Context: an optimization exercise on an open-source flow, tuned for small area, a short achievable clock period and few clock cycles per item. The choices shown serve that exercise and are no tape-out recipe.
Function was not checked in any run shown here: the RTL went through the layout flow alone.
Power and IR drop assume default switching activity.

--- flow/flow/run.sh ---
#!/bin/bash
bash standard.sh MATCH_CELL_FOOTPRINT=0 finish > standard.log 2>&1
--- flow/standard.sh ---
#!/bin/bash
# synth_recipe.tcl (not shown) runs the flow's synth.tcl, then flattens the netlist and writes it again
# the make line also repeats each setting of config.mk as NAME=value (left out here)
make -C /OpenROAD-flow-scripts/flow DESIGN_CONFIG=/design/flow/config.mk WORK_HOME=/design/flow/orfs CLKGATE_MAP_FILE= SYNTH_SCRIPT=/design/flow/synth_recipe.tcl "${@:-finish}"
--- flow/config.mk ---
export PLATFORM = sky130hd
export DESIGN_NAME = page_frame_replacement
export DESIGN_NICKNAME = page_frame_replacement
export VERILOG_FILES = /design/flow/design.v
export SDC_FILE = /design/flow/constraint.sdc
export NUM_CORES = 4
export LEC_CHECK = 0
export CAP_MARGIN = 20
export CORE_MARGIN = 2
export CORE_UTILIZATION = 55
export CTS_BUF_LIST = sky130_fd_sc_hd__clkbuf_4 sky130_fd_sc_hd__clkbuf_8
export CTS_CLUSTER_SIZE = 30
export SETUP_SLACK_MARGIN = 4.85
export SLEW_MARGIN = 20
--- flow/constraint.sdc ---
create_clock -name core_clock -period 8.0 [get_ports {clk}]
set_input_delay 1.6000 -clock core_clock [delete_from_list [all_inputs] [get_ports {clk}]]
set_output_delay 1.6000 -clock core_clock [all_outputs]
set_load 0.01 [all_outputs]
--- flow/design.v ---
`default_nettype none
package pfr_pkg;
  localparam int Frames = 16;
  localparam int PageShift = 12;
  localparam int AddrBits = 32;
  localparam int PageBits = AddrBits - PageShift;
  localparam int IdxBits = $clog2(Frames);
  localparam int CntBits = $clog2(Frames + 1);
  localparam int CfgBits = 5;
  localparam logic CfgPolicy = 1'b0;
  localparam logic CfgFrames = 1'b1;
  localparam logic PolLru = 1'b0;
  localparam logic PolClock = 1'b1;
endpackage
`default_nettype wire
`default_nettype none
import pfr_pkg::*;
module pfr_cell (
  input  wire                          clk,
  input  wire                          rst_n,
  input  wire  [pfr_pkg::PageBits-1:0] cmp_page,   
  input  wire  [pfr_pkg::PageBits-1:0] wr_page,    
  input  wire                          act,        
  input  wire                          ld,         
  input  wire                          touch,      
  input  wire                          wr,         
  input  wire                          clr_ref,    
  output logic                         valid,
  output logic                         dirty,
  output logic                         refd,
  output logic                         match,
  output logic [pfr_pkg::PageBits-1:0] page
);
  always_ff @(posedge clk) begin
    if (!rst_n) valid <= 1'b0;
    else if (ld) valid <= 1'b1;
  end
  always_ff @(posedge clk) begin
    if (ld) page <= wr_page;
    if (ld) dirty <= wr;
    else if (touch && wr) dirty <= 1'b1;
    if (ld || touch) refd <= 1'b1;
    else if (clr_ref) refd <= 1'b0;
  end
  assign match = valid && act && (page == cmp_page);
endmodule
`default_nettype wire
`default_nettype none
import pfr_pkg::*;
module page_frame_replacement (
  input  wire                          clk,
  input  wire                          rst_n,
  input  wire                          start,
  output logic                         busy,
  input  wire  [pfr_pkg::AddrBits-1:0] in_virtual_address,
  input  wire                          in_is_write,
  output logic                         out_valid,
  output logic                         out_hit,
  output logic [3:0]                   out_frame,
  output logic                         out_evicted,
  output logic [19:0]                  out_victim_page,
  output logic                         out_victim_dirty,
  input  wire                          cfg_we,
  input  wire                          cfg_index,
  input  wire  [pfr_pkg::CfgBits-1:0]  cfg_data
);
  localparam int F = Frames;
  logic               busy_r;
  logic               policy_r;
  logic [F-1:1]       act_r;    
  logic [F-1:0]       hge_r;    
  logic [PageBits-1:0] page_r;
  logic               wr_r;
  logic [F-1:0]       match_r;
  logic [F-1:0] act, st_valid, st_dirty, st_refd, st_match;
  logic [F-1:0] ld, touch, clr;
  logic [PageBits-1:0] st_page [F];
  assign act = {act_r, 1'b1};
  for (genvar g = 0; g < F; g++) begin : g_cell
    pfr_cell u_cell (.clk(clk), .rst_n(rst_n),
                     .cmp_page(in_virtual_address[AddrBits-1:PageShift]),
                     .wr_page(page_r), .act(act[g]), .ld(ld[g]), .touch(touch[g]),
                     .wr(wr_r), .clr_ref(clr[g]),
                     .valid(st_valid[g]), .dirty(st_dirty[g]), .refd(st_refd[g]),
                     .match(st_match[g]), .page(st_page[g]));
  end
  logic accept;
  assign accept = start && !busy_r;
  assign busy = busy_r;
  function automatic logic [F-1:0] lowest(input logic [F-1:0] x);
    logic seen;
    seen = 1'b0;
    for (int i = 0; i < F; i++) begin
      lowest[i] = x[i] && !seen;
      seen = seen || x[i];
    end
  endfunction
  logic [F-1:0] free, fs;
  logic fill;
  assign free = act & ~st_valid;
  assign fs = lowest(free);
  assign fill = |free;
  logic [F-1:0] r [F];
  logic [F-1:0] lv;
  always_comb begin
    for (int i = 0; i < F; i++) begin
      lv[i] = act[i];
      for (int j = 0; j < F; j++) begin
        if (j < i) lv[i] = lv[i] && (!act[j] || r[j][i]);
        else if (j > i) lv[i] = lv[i] && (!act[j] || !r[i][j]);
      end
    end
  end
  logic [F-1:0] ge, h1, cand, chi, cv, ltv, pass, gt;
  always_comb begin
    logic s;
    ge = (|(hge_r & act)) ? hge_r : '1;
    h1 = ge & ~(ge << 1);
    cand = act & ~st_refd;
    chi = cand & ge;
    if (|chi) cv = lowest(chi);
    else if (|cand) cv = lowest(cand);
    else cv = h1;
    s = 1'b0;
    for (int i = 0; i < F; i++) begin
      gt[i] = s;
      s = s || cv[i];
      ltv[i] = !s;
    end
    if (|chi) pass = ge & ltv;
    else if (|cand) pass = act & (ge | ltv);
    else pass = act;
  end
  logic [F-1:0] ldt_r;
  logic evict_r;
  always_ff @(posedge clk) begin
    match_r <= st_match;
    ldt_r <= fill ? fs : (policy_r == PolClock) ? cv : lv;
    evict_r <= !fill;
  end
  logic [F-1:0] hs, sel;
  logic hit, evict;
  assign hs = lowest(match_r);
  assign hit = |match_r;
  assign evict = !hit && evict_r;
  assign sel = hit ? hs : ldt_r;
  assign touch = busy_r ? hs : '0;
  assign ld = (busy_r && !hit) ? ldt_r : '0;
  assign clr = (busy_r && evict && policy_r == PolClock) ? pass : '0;
  for (genvar i = 0; i < F; i++) begin : g_ri
    for (genvar j = i + 1; j < F; j++) begin : g_rj
      always_ff @(posedge clk) begin
        if (touch[i] || ld[i]) r[i][j] <= 1'b1;
        else if (touch[j] || ld[j]) r[i][j] <= 1'b0;
      end
    end
  end
  logic [3:0] sel_idx;
  logic [PageBits-1:0] vpage;
  logic vdirty;
  always_comb begin
    sel_idx = '0;
    vpage = '0;
    for (int i = 0; i < F; i++) begin
      if (sel[i]) sel_idx = sel_idx | 4'(i);
      if (ldt_r[i]) vpage = vpage | st_page[i];
    end
    vdirty = |(ldt_r & st_dirty);
  end
  always_ff @(posedge clk) begin
    if (busy_r) begin
      page_r <= evict ? vpage : '0;
      wr_r <= evict && vdirty;
    end else begin
      page_r <= in_virtual_address[AddrBits-1:PageShift];
      wr_r <= in_is_write;
    end
  end
  assign out_victim_page = page_r;
  assign out_victim_dirty = wr_r;
  always_ff @(posedge clk) begin
    if (!rst_n) begin
      busy_r <= 1'b0; out_valid <= 1'b0;
      policy_r <= PolLru; act_r <= '1; hge_r <= '1;
    end else begin
      busy_r <= accept;
      out_valid <= busy_r;
      if (cfg_we && !busy_r) begin
        if (cfg_index == CfgPolicy) policy_r <= cfg_data[0];
        else for (int i = 1; i < F; i++) act_r[i] <= (cfg_data > CfgBits'(i));
      end
      if (busy_r && evict && policy_r == PolClock) hge_r <= (|(gt & act)) ? gt : '1;
    end
  end
  always_ff @(posedge clk) begin
    out_hit <= hit;
    out_frame <= sel_idx;
    out_evicted <= evict;
  end
endmodule
`default_nettype wire
==> results.ini, run 1 <==
[clock_tree]
numCtsBuffers=96
cts_max_path_buffers=3
tritoncts=done
clk-insertion-delay-late_ns=0.79
h-tree-depth=3
cts.sink_count=582
clkTransAtPathRegs_ns=0.07
root_buffer=sky130_fd_sc_hd__clkbuf_8
hold_buffers=0

[route]
drt-total-wl_microns=133400
detail_route.first_pass.iterations=10
route.antenna.remaining_nets=0
drt_iter0_drc=5259
drc=0
wl_per_cell_microns=37.29
num_vias=26180
via_per_inst=7.317

[logic_synthesis]
synth.cells.most_frequent=sky130_fd_sc_hd__edfxtp_1 (336), sky130_fd_sc_hd__nand2_1 (336), sky130_fd_sc_hd__dfxtp_1 (246)
post_synth_num_cell_types=78
edff_count_synth=336
syn_inst=2526
postSynthNetCount=2569
synth.yosys.warnings=5
synth_top_cell_by_area=sky130_fd_sc_hd__edfxtp_1
fraction_of_post_synthesis_cell_area_in_the_top_cell_type_by_area_pct=37.40
ys.flop_type=sky130_fd_sc_hd__edfxtp_1
yosys-top-cells-area=sky130_fd_sc_hd__edfxtp_1 (37%), sky130_fd_sc_hd__dfxtp_1 (18%), sky130_fd_sc_hd__xnor2_1 (6.0%)
synthesis.area_sq_um=26980
avgSynthCellArea_sq_um=10.68
ys_seq_elements=582
ys_seq_area_share_pct=55.66
proportion_of_synthesized_flip_flops_having_asynchronous_set_or_reset_pct=0

[layout]
finalNonFillerCells=3578
nets=2921
fillCellCount=3234
drive_above_1_share_pct=31.25
area_growth_pct=34.75

[critical_path]
critical_path.reg2reg.startpoint=match_r[0]
setup.worst_path.start_class=flip-flop
worstSetupStartpoint=match_r[0]
critPathRequiredTime_ns=8.44
timing_worst_setup_path_type=reg -> reg
timing.critical_path.arrival_ns=4.30
critical_path.max_fanout=10
end_kind=flip-flop

[power]
static-leakage-power_nw=13.63
sw_frac_of_total_pct=26.71
power.net_switching_mw=1.769
power-per-cell-area_nw_per_um2=182.3
logic_gate_share_of_total_power_pct=9.3
clk_network_pwr_share_pct=41.2
ir_drop_mv=0.1748
power_frac_seq_pct=49.5
internal_cell_power_mw=4.856

[timing]
finalHoldViolations=0
max_slew.worst_pin.slew_ns=1.262
drv_slew=0
timing.final.crit_share_pct=48.32
rsz0062_at_grt=true
worst_skew_ns=0.06596
fmax_mhz=258.7
timing.slew.headroom_pct=15.61
fin_setup_tns_ns=0
timing.final.crit_period_ns=3.866
setup_viol_count_final=0

[placed_design]
place.detailed.instances=3087
portBuffers=59
finalWeightedCongestion=0.9909
detailedPlacementHpwl_microns=70560

[global_route]
grt_usage_pct=50.83
grt_pass1_wl_microns=179500
gr-total-overflow=0
pin_count_of_the_biggest_net_entering_global_routing=37
vias_in_the_first_global_route=24440
antenna_violations_before_repair=10

[die]
die_area_sq_um=50830
placement_rows=81
boundaryPins=72
horizontal_extent_of_the_die_microns=225.5
initial_utilization_pct=55.45
die_span_in_y_microns=225.5
core-area_sq_um=48650

[worst_hold_path]
hold_path.startpoint=r[6][12]
hp_class=reg -> reg

[status]
result_of_the_run=complete, no violations

[job]
number_of_maximum_capacitance_violations=0

## metrics by stage
stage	total power, mW	hold slack [ns]	util [%]	area [sq um]	setup slack [ns]
after floorplan	3.595	0.4225	-	27210	4.559
after global placement	3.796	0.4301	57.99	28210	2.887
after detailed placement	3.799	0.4356	57.99	28210	2.889
after CTS	6.488	0.4515	72.04	35050	4.472
after global routing	6.735	0.4608	74.70	36340	4.169
final	6.625	0.4540	74.72	36350	4.134
## layout make-up
cell class	instances	area, sq um	area share [%]
antenna	6	15.01	0.04131
clock buffer	147	1748	4.809
clock inverter	23	162.7	0.4475
inverter	66	254.0	0.6987
multi-input combinational	1737	13410	36.90
sequential	582	15130	41.63
tap	622	778.2	2.141
timing repair buffer	395	4846	13.33
## state kept, by name, indices dropped and copies added (netlist names), 16 cells and up
| register | count |
|---|---|
| g_cell.u_cell.page | 320 |
| r | 120 |
| page_r | 20 |
| g_cell.u_cell.dirty | 16 |
| g_cell.u_cell.refd | 16 |
| g_cell.u_cell.valid | 16 |
| hge_r | 16 |
| ldt_r | 16 |
| match_r | 16 |
## worst max-delay path, cell delays in order, from the launching register on
cell and delay, ns:
sky130_fd_sc_hd__dfxtp_4 0.35, sky130_fd_sc_hd__or4_4 0.55, sky130_fd_sc_hd__nor4_4 0.20, sky130_fd_sc_hd__nand2b_1 0.17
sky130_fd_sc_hd__or4_4 0.54, sky130_fd_sc_hd__or3_4 0.43, sky130_fd_sc_hd__nor4_4 0.24, sky130_fd_sc_hd__buf_6 0.19
sky130_fd_sc_hd__buf_6 0.11, sky130_fd_sc_hd__buf_6 0.12, sky130_fd_sc_hd__clkbuf_16 0.17, sky130_fd_sc_hd__and3_4 0.22
sky130_fd_sc_hd__buf_12 0.21
## logic make-up after synthesis
family	after synthesis	synth area share, %
simple gates	805	14.73
compound gates	583	15.74
flops	582	55.66
xor+xnor	320	10.39
buf+inv	234	3.409
mux	2	0.07421
## path summary, 6_finish.rpt
check	end	slack, ns	cells past startpoint
min reg2reg	r[6][12]	0.45	2
max	g_cell[15].u_cell.page[11]	4.13	12
max reg2reg	g_cell[15].u_cell.page[11]	4.13	12
min	r[6][12]	0.45	2
## per-layer routing
metal,GRT usage (%),share of wire [%],wire length [microns],vias up
met5,0.09775,0.037,50,-
met4,44.26,12,15920,6
met3,19.54,15,20500,994
met2,74.37,41,55070,2737
met1,58.23,31,41880,12300
li1,-,-,-,10150
## what timing repair did
item,4_1_cts,5_1_grt
endpoints found under the setup margin,605,564
hold endpoints to repair,0,0
pin swaps,141,86
setup buffers,224,45
cloned,43,3
resized for setup,504,211
## placed cells by master (no fill, tap or decap), types with 12 or more instances in the layout
| master | synthesis | routed |
|---|---|---|
| sky130_fd_sc_hd__xnor2_1 | 184 | 181 |
| sky130_fd_sc_hd__nand4_1 | 88 | 88 |
| sky130_fd_sc_hd__buf_12 | 0 | 81 |
| sky130_fd_sc_hd__nand2_4 | 0 | 26 |
| sky130_fd_sc_hd__o21a_1 | 21 | 21 |
| sky130_fd_sc_hd__a21oi_1 | 56 | 46 |
| sky130_fd_sc_hd__and3_4 | 0 | 35 |
| sky130_fd_sc_hd__dfxtp_1 | 246 | 209 |
| sky130_fd_sc_hd__nand3_1 | 51 | 46 |
| sky130_fd_sc_hd__nand2_1 | 336 | 192 |
| sky130_fd_sc_hd__clkbuf_4 | 0 | 44 |
| sky130_fd_sc_hd__buf_8 | 0 | 14 |
| sky130_fd_sc_hd__nand2_2 | 0 | 109 |
| sky130_fd_sc_hd__xor2_1 | 136 | 133 |
| sky130_fd_sc_hd__a22oi_1 | 150 | 142 |
| sky130_fd_sc_hd__nand2b_1 | 44 | 38 |
| sky130_fd_sc_hd__clkbuf_16 | 0 | 13 |
| sky130_fd_sc_hd__buf_4 | 3 | 139 |
| sky130_fd_sc_hd__nor2_1 | 101 | 86 |
| sky130_fd_sc_hd__clkinv_1 | 4 | 16 |
| sky130_fd_sc_hd__a221oi_1 | 37 | 34 |
| sky130_fd_sc_hd__nor4_2 | 2 | 15 |
| sky130_fd_sc_hd__dlymetal6s2s_1 | 0 | 29 |
| sky130_fd_sc_hd__nor4_1 | 67 | 38 |
| sky130_fd_sc_hd__a21o_1 | 19 | 18 |
| sky130_fd_sc_hd__buf_6 | 2 | 87 |
| sky130_fd_sc_hd__dfxtp_4 | 0 | 29 |
| sky130_fd_sc_hd__nor4_4 | 3 | 19 |
| sky130_fd_sc_hd__o22ai_2 | 0 | 17 |
| sky130_fd_sc_hd__nand2_8 | 0 | 15 |
| sky130_fd_sc_hd__o211ai_1 | 12 | 12 |
| sky130_fd_sc_hd__nor3_1 | 32 | 25 |
| sky130_fd_sc_hd__o22ai_1 | 65 | 48 |
| sky130_fd_sc_hd__a22o_1 | 44 | 37 |
| sky130_fd_sc_hd__o21ai_0 | 68 | 52 |
| sky130_fd_sc_hd__edfxtp_1 | 336 | 336 |
| sky130_fd_sc_hd__inv_1 | 61 | 57 |
| sky130_fd_sc_hd__clkbuf_8 | 0 | 103 |
| sky130_fd_sc_hd__clkdlybuf4s50_1 | 0 | 24 |
## power by group through the flow
stage / clock [mW] / combinational, mW / sequential [mW]
after floorplan: 0 / 0.269 / 3.33
after global placement: 0 / 0.441 / 3.35
after detailed placement: 0 / 0.441 / 3.36
after CTS: 2.67 / 0.544 / 3.27
after global routing: 2.83 / 0.628 / 3.28
final: 2.73 / 0.619 / 3.28
==> run 2: changes to the inputs <==
--- a/flow/design.v
+++ b/flow/design.v
@@ -89,9 +89,10 @@
   assign busy = busy_r;
   function automatic logic [F-1:0] lowest(input logic [F-1:0] x);
-    logic seen;
-    seen = 1'b0;
-    for (int i = 0; i < F; i++) begin
-      lowest[i] = x[i] && !seen;
-      seen = seen || x[i];
+    logic [F/4-1:0] any;
+    for (int g = 0; g < F / 4; g++) any[g] = |x[4*g +: 4];
+    for (int i = 0; i < F; i++) begin
+      lowest[i] = x[i];
+      for (int j = 4 * (i / 4); j < i; j++) lowest[i] = lowest[i] && !x[j];
+      for (int g = 0; g < i / 4; g++) lowest[i] = lowest[i] && !any[g];
     end
   endfunction
--- a/flow/config.mk
+++ b/flow/config.mk
@@ -9,6 +9,4 @@
 export CORE_MARGIN = 2
 export CORE_UTILIZATION = 55
-export CTS_BUF_LIST = sky130_fd_sc_hd__clkbuf_4 sky130_fd_sc_hd__clkbuf_8
-export CTS_CLUSTER_SIZE = 30
 export SETUP_SLACK_MARGIN = 4.85
 export SLEW_MARGIN = 20
==> results.ini, run 2 <==
[clock_tree]
hold_buffers=0  ; unchanged
clkTransAtPathRegs_ns=0.06  ; about the same
root_buffer=sky130_fd_sc_hd__clkbuf_16
tritoncts=done
cts_max_path_buffers=3  ; unchanged
cts.sink_count=582  ; unchanged
clk-insertion-delay-late_ns=0.68  ; -0.11 ns
h-tree-depth=2  ; -1
numCtsBuffers=60  ; -38%

[layout]
post-route-util_pct=66.09  ; -8.6 points
largest_registers=g_cell.u_cell.page (320), r (120), page_r (20)
largest_reg_flops=320  ; unchanged
drive_above_1_share_pct=16.61  ; -15 points
final_cell_mix=sky130_fd_sc_hd__edfxtp_1 (336), sky130_fd_sc_hd__nand2_1 (277), sky130_fd_sc_hd__dfxtp_1 (208)
max_flop_register=g_cell.u_cell.page
layout_commonest_cell=sky130_fd_sc_hd__edfxtp_1
fillCellCount=3846  ; +19%
nets=2720  ; -6.9%
area_growth_pct=18.69

[die]
horizontal_extent_of_the_die_microns=226.6  ; +0.51%
boundaryPins=72  ; unchanged
initial_utilization_pct=55.68  ; +0.23 points
die_area_sq_um=51360  ; +1.0%
placement_rows=81  ; unchanged
die_span_in_y_microns=226.6  ; +0.51%
core-area_sq_um=48950  ; +0.62%

[placed_design]
finalWeightedCongestion=1.051  ; +6.1%
detailedPlacementHpwl_microns=72270  ; +2.4%
dp_worst_setup_slack_ns=3.305  ; +0.4162 ns
portBuffers=59  ; unchanged

[logic_synthesis]
main_combinational_cell_family_by_area_after_synthesis=compound AO/OA/AOI/OAI gates
proportion_of_synthesized_flip_flops_having_asynchronous_set_or_reset_pct=0  ; unchanged
ys.flop_type=sky130_fd_sc_hd__edfxtp_1
synthesis.area_sq_um=27260  ; +1.0%
synth_top_cell_by_area=sky130_fd_sc_hd__edfxtp_1
avgSynthCellArea_sq_um=10.62  ; -0.53%
ys_seq_area_share_pct=55.08  ; -0.57 points
postSynthNetCount=2609  ; +1.6%
yosys-top-cells-area=sky130_fd_sc_hd__edfxtp_1 (37%), sky130_fd_sc_hd__dfxtp_1 (18%), sky130_fd_sc_hd__xnor2_1 (5.9%)
synth_most_common_cell=sky130_fd_sc_hd__edfxtp_1
syn_inst=2566  ; +1.6%
synth.cells.most_frequent=sky130_fd_sc_hd__edfxtp_1 (336), sky130_fd_sc_hd__nand2_1 (289), sky130_fd_sc_hd__dfxtp_1 (246)
ys_seq_elements=582  ; unchanged
post_synth_num_cell_types=80  ; +2.6%
synth.yosys.warnings=5  ; unchanged
synth.mux.area_fraction_pct=0.1102  ; +0.036 points
synth_fa_ha_area_share_pct=0  ; unchanged
synth_xor_xnor_area_share_pct=10.28  ; -0.11 points
synth_compound_area_share_pct=16.18  ; +0.44 points
edff_count_synth=336  ; unchanged
synth_simple_gate_area_share_pct=14.74  ; about the same
fraction_of_post_synthesis_cell_area_in_the_top_cell_type_by_area_pct=37.02  ; -0.39 points

[timing]
timing.final.ws_setup_ns=4.761  ; +0.6264 ns
timing.final.crit_share_pct=40.49  ; -7.8 points
holdWs_ns=0.4430  ; -0.01105 ns
rsz0062_at_grt=true
drv_slew=0  ; unchanged
setup_viol_count_final=0  ; unchanged
fin_setup_tns_ns=0  ; unchanged
finalHoldViolations=0  ; unchanged
timing.slew.headroom_pct=23.96  ; +8.3 points
max_slew.worst_pin.slew_ns=1.137  ; -0.1246 ns
fmax_mhz=308.7  ; +19%
timing.final.crit_period_ns=3.239  ; -0.6264 ns
worst_skew_ns=0.05693  ; -0.009034 ns

[route]
wl_per_cell_microns=34.29  ; -8.1%
detail_route.first_pass.iterations=8  ; -2
num_vias=23790  ; -9.1%
drt-total-wl_microns=116300  ; -13%
via_per_inst=7.011  ; -4.2%
route.antenna.remaining_nets=0  ; unchanged
drt_iter0_drc=3694  ; -30%
drc=0  ; unchanged

[power]
static-leakage-power_nw=11.94  ; -12%
ir_drop_mv=0.1934  ; +11%
power-per-cell-area_nw_per_um2=202.6  ; +11%

[worst_hold_path]
hp_class=reg -> reg

[critical_path]
timing.critical_path.arrival_ns=3.79  ; -0.51 ns
critical_path.max_fanout=6  ; -4
total_buffers_and_inverters_traversed_by_the_critical_path=4  ; -1
timing.critical_path.cells=buf_12 -> nand2_2 -> nand4_1 -> buf_4 -> nor4_4 -> buf_12 -> o31ai_2 -> or3_4 -> a211o_4 -> a221oi_2 -> a21oi_1 -> nand4b_4 -> buf_12 -> a41oi_2
critPathSlowestCell=sky130_fd_sc_hd__or3_4
cp_top_family=simple AND/OR/NAND/NOR gates
critPathRequiredTime_ns=8.55  ; +0.11 ns
cpMostUsedCell=sky130_fd_sc_hd__buf_12
cp_slowest_stage_delay_ns=0.38  ; -0.17 ns
setup.worst_path.start_class=flip-flop
end_kind=flip-flop
timing_worst_setup_path_type=reg -> reg

[status]
result_of_the_run=complete, no violations

[global_route]
antenna_violations_before_repair=6  ; -4
gr-total-overflow=0  ; unchanged
grt_pass1_wl_microns=161600  ; -10%
grt_usage_pct=44.95  ; -5.9 points
pin_count_of_the_biggest_net_entering_global_routing=50  ; +35%
vias_in_the_first_global_route=22190  ; -9.2%

[job]
number_of_maximum_capacitance_violations=0  ; unchanged

run 2: changes by cell type in the layout (fill, tap and decap cells not counted), moves of 17 or more:
cell	change
sky130_fd_sc_hd__o22ai_2	-17
sky130_fd_sc_hd__clkbuf_8	-97
sky130_fd_sc_hd__and3_4	-26
sky130_fd_sc_hd__nand2_1	+85
sky130_fd_sc_hd__clkbuf_4	-44
sky130_fd_sc_hd__nand2_2	-97
sky130_fd_sc_hd__buf_6	-77
sky130_fd_sc_hd__o21ai_0	+22
sky130_fd_sc_hd__buf_12	-67
sky130_fd_sc_hd__clkbuf_16	+57
sky130_fd_sc_hd__nand2_4	-24
run 2: layer usage:
layer | routed length, microns | share of wire (%) | track usage [%] | up-vias
met4 | 11890 | 10 | 36.69 | 4
met1 | 39250 | 34 | 55.07 | 11370
met3 | 15030 | 13 | 10.77 | 595
li1 | - | - | - | 9785
met2 | 50140 | 43 | 67.66 | 2034
met5 | 24 | 0.021 | 0 | -
run 2: path summary, 6_finish.rpt:
kind	end	slack (ns)	from	depth (start not counted)
max reg2reg	hge_r[4]	4.76	act_r[13]	14
max	hge_r[4]	4.76	act_r[13]	14
min reg2reg	r[7][13]	0.44	r[7][13]	2
min	r[7][13]	0.44	r[7][13]	2
run 2: final cells by class:
class | count | area (sq um) | area share (%)
flip-flops and latches | 582 | 15130 | 46.78
repair buffers | 223 | 2187 | 6.760
diodes | 1 | 2.502 | 0.007735
multi-input cells | 1741 | 12030 | 37.19
clock buffers | 82 | 1644 | 5.082
clock inverters | 31 | 251.5 | 0.7774
well taps | 664 | 830.8 | 2.568
inverters | 69 | 270.3 | 0.8354
run 2: cells by family after synthesis:
group           count (synthesis)
buf+inv                       244
simple gates                  796
mux                             3
flops                         582
xor+xnor                      320
compound gates                621
run 2: through the flow:
step / instances / power (mW) / cell area [sq um]
after CTS: 3356 / 6.505 / 31730
after floorplan: 2566 / 3.587 / 27280
after global placement: 3174 / 3.783 / 28460
final: 3393 / 6.555 / 32350
after detailed placement: 3174 / 3.788 / 28460
after global routing: 3392 / 6.695 / 32350
run 2: power breakdown:
part	total (mW)	internal [mW]	leakage, nW	switching [mW]
combinational	0.547	0.188	5.92	0.358
clock	2.74	1.50	0.922	1.24
sequential	3.27	3.21	5.09	0.0563
total	6.55	4.90	11.9	1.65
run 2: repair_timing:
item | in CTS | in global routing
gates resized for setup | 252 | 86
pin swaps | 28 | 30
cloned | 8 | 3
setup buffers | 61 | 33
endpoints found under the setup margin | 570 | 172
run 2: worst register-to-register path, delay by kind of cell, from the launching register on:
kind,cells,cell delay (ns)
AOI/OAI and AO/OA,5,0.99
buffers and inverters,4,0.68
DFF,1,0.35
and+or+nand+nor,5,1.14

[what the ideal ports hide]
In the flow no input, the clock included, has a driving cell. The finished layouts below were timed again as built, in two steps.
Step 1 assumes that a clkbuf_16 drives the clock port and a buf_2 every other input.
Step 2 also shifts input and output timing later by t, the mid clock arrival at the registers, as if the neighbouring blocks saw the same clock.
Three values: ideal ports, drivers, drivers and shift; two values: the first two.
| run | t, ns | slack for setup (ns) | worst setup path at the end | worst data-port slew with drivers (ns) |
|---|---|---|---|---|
| run 1 | 0.828 | 4.134 / 4.134 / 3.764 | input to register | 0.05 |
| run 2 | 0.722 | 4.761 / 4.761 / 4.123 | input to register | 0.05 |
After both steps every run listed still meets setup and hold. For run 2, which loses most, drivers alone change the setup slack by 0.000 ns; drivers and shift together by -0.638 ns.
